This design comes from an exercise in tuning for small area, a short achievable clock period and few clock cycles on the open sky130 flow, not from production work.
Only simulation tests tie the RTL to the original design; equivalence was not proved.
Power is estimated from default activity; no workload was simulated.

## eth_txdma
module eth_txdma #(
    parameter int DEPTH = 7                       
) (
    input  logic                  clk,
    input  logic                  reset,
    input  logic                  tx_en,
    input  txdma_pkg::bd_index_t  max_tx_bd,
    input  logic                  bd_wait,
    input  txdma_pkg::desc_t      bd_desc,
    input  txdma_pkg::addr_t      bd_ptr,
    input  txdma_pkg::tx_status_t tx_stat,
    input  logic                  tx_stat_valid,
    output logic                  bd_read,
    output logic                  bd_write,
    output txdma_pkg::bd_index_t  bd_index,
    output txdma_pkg::desc_t      bd_writedata,
    output logic                  tx_stat_ack,
    output logic                  per_packet_pad,
    output logic                  per_packet_crc,
    output logic                  txb_irq,
    output logic                  txe_irq,
    input  logic                  av_waitrequest,
    input  txdma_pkg::data_t      av_readdata,
  ...
export LEC_CHECK = 0
export ABC_CLOCK_PERIOD_IN_PS = 2200
export CAP_MARGIN = 20
export CORE_MARGIN = 2
export CORE_UTILIZATION = 45
export SETUP_SLACK_MARGIN = 2.8
export SLEW_MARGIN = 20
create_clock -name core_clock -period 5.0 [get_ports {clk}]
run.sh (not shown) runs the stock make flow with config.mk's settings and CLKGATE_MAP_FILE= SYNTH_SCRIPT=/design/flow/synth_recipe.tcl, a recipe that flattens the netlist after the stock synthesis.
Testbench counts at the start, summed over its fixed seeds: cycles 204,684.
==> next run, changes <==
==> flow/flow/run.sh (new file) <==
#!/bin/bash
# Standard layout, with plain buffers (not delay cells) on the ports.
set -euo pipefail
export BUFFER_PORTS_ARGS="-buffer_cell sky130_fd_sc_hd__buf_1"
bash standard.sh finish > standard.log 2>&1
==> flow/standard.sh (new file) <==
#!/bin/bash
# synth_recipe.tcl (not shown) runs the flow's synth.tcl, then flattens the netlist and writes it again
# the make line also repeats each setting of config.mk as NAME=value (left out here)
make -C /OpenROAD-flow-scripts/flow DESIGN_CONFIG=/design/flow/config.mk WORK_HOME=/design/flow/orfs CLKGATE_MAP_FILE= SYNTH_SCRIPT=/design/flow/synth_recipe.tcl "${@:-finish}"
removed: flow/run.sh
Effect:
- synthesized cell count is unchanged
- synthesized area stays the same
- power shrinks by a few percent
- worst setup slack gets worse by 0.0069 ns
- first-iteration DRC count goes down by a few percent
- register-to-register slack loses 0.03 ns
- count of clock-buffer cells in the layout came out higher by 2
- wire length decreases by roughly a tenth
- non-clock buffer count decreases by 45
- sequential share of layout area goes up by 4.5 points
==> next run, changes <==
==> flow/flow/run.sh (replaced) <==
#!/bin/bash
# Standard layout, with plain buffers (not delay cells) on the ports.
set -euo pipefail
export BUFFER_PORTS_ARGS="-buffer_cell sky130_fd_sc_hd__buf_2"
bash standard.sh finish > standard.log 2>&1
Effect: Combinational power stays flat. Worst setup slack gains 0.013 ns. Cell area is higher by 0.69%. Die area stays the same. Routed wire length is lower by 1.9%. Sequential share of layout area came out lower by 0.43 points.

* * *

Another version of the RTL of eth_txdma (not shown whole).
Size in the first run: about 380 flip-flops, ~0.015 mm2 of cells after synthesis.
clock: 5.0 ns
lec_check: 0
abc_clock_period_in_ps: 3000
cap_margin: 20
core_margin: 2
core_utilization: 65
cts_cluster_diameter: 100
cts_cluster_size: 26
place_density: 0.72
setup_slack_margin: 2.8
slew_margin: 20
standard.sh (not shown) runs the stock make flow with config.mk's settings and CLKGATE_MAP_FILE= SYNTH_SCRIPT=/design/flow/synth_recipe.tcl, a recipe that flattens the netlist after the stock synthesis.
==> flow/flow/run.sh <==
#!/bin/bash
# Standard layout, with plain buffers (not delay cells) on the ports.
set -euo pipefail
export BUFFER_PORTS_ARGS="-buffer_cell sky130_fd_sc_hd__buf_2"
bash standard.sh finish > standard.log 2>&1
Testbench counts at the start, summed over its fixed seeds: cycles 204,684.
Edit:
- ABC_CLOCK_PERIOD_IN_PS: 3000 -> 2200
- SETUP_SLACK_MARGIN: 2.8 -> 2.7
Result: The changed run produced a clean layout. Setup slack got worse by 0.065 ns. Flip-flop and latch count is unchanged. Power is lower slightly.
Edit:
- SETUP_SLACK_MARGIN: 2.7 -> 2.8
Result: The changed run produced a clean layout. Fmax increases by 3.0%. Cell count climbs by 2.2%. Cell area is higher by 1.4%. Clock skew shrinks by 0.0056 ns.

==> port drivers added, routing unchanged <==
No port has a modelled driver above. Below, the same layouts with a new extraction and two added sets of constraints. Step 1 (the two cells are an assumption about what drives the block):
set clk [get_ports {clk}]
set_driving_cell -lib_cell sky130_fd_sc_hd__clkbuf_16 $clk
set_driving_cell -lib_cell sky130_fd_sc_hd__buf_2 [delete_from_list [all_inputs] $clk]
Step 2 adds t to the input delays and takes it off the output delays; t is the mean of the earliest and latest rising clock arrival at the registers after step 1. Input paths then give back, and output paths get back, about the clock's delay inside the block. Three values: no drivers, after step 1, after step 2; two values: the first two.
| run | t, ns | setup WS [ns] | clock arrival spread, ns | worst data-port slew with drivers (ns) |
|---|---|---|---|---|
| the first run of note 1 | 0.575 | 2.827 / 2.778 / 2.274 | 0.023 / 0.023 | 0.08 |
| the second run of note 1 | 0.576 | 2.820 / 2.799 / 2.336 | 0.028 / 0.027 | 0.08 |
| the third run of note 1 | 0.569 | 2.834 / 2.781 / 2.377 | 0.016 / 0.015 | 0.09 |
| the first run of note 2 | 0.562 | 2.828 / 2.780 / 2.325 | 0.023 / 0.023 | 0.08 |
| the second run of note 2 | 0.565 | 2.763 / 2.714 / 2.307 | 0.022 / 0.022 | 0.07 |
| the third run of note 2 | 0.562 | 2.828 / 2.780 / 2.325 | 0.023 / 0.023 | 0.08 |
After both steps every run listed still meets setup and hold. The setup slack of the first run of note 1, which loses most, moves by -0.049 ns with the drivers and by -0.553 ns with both steps.
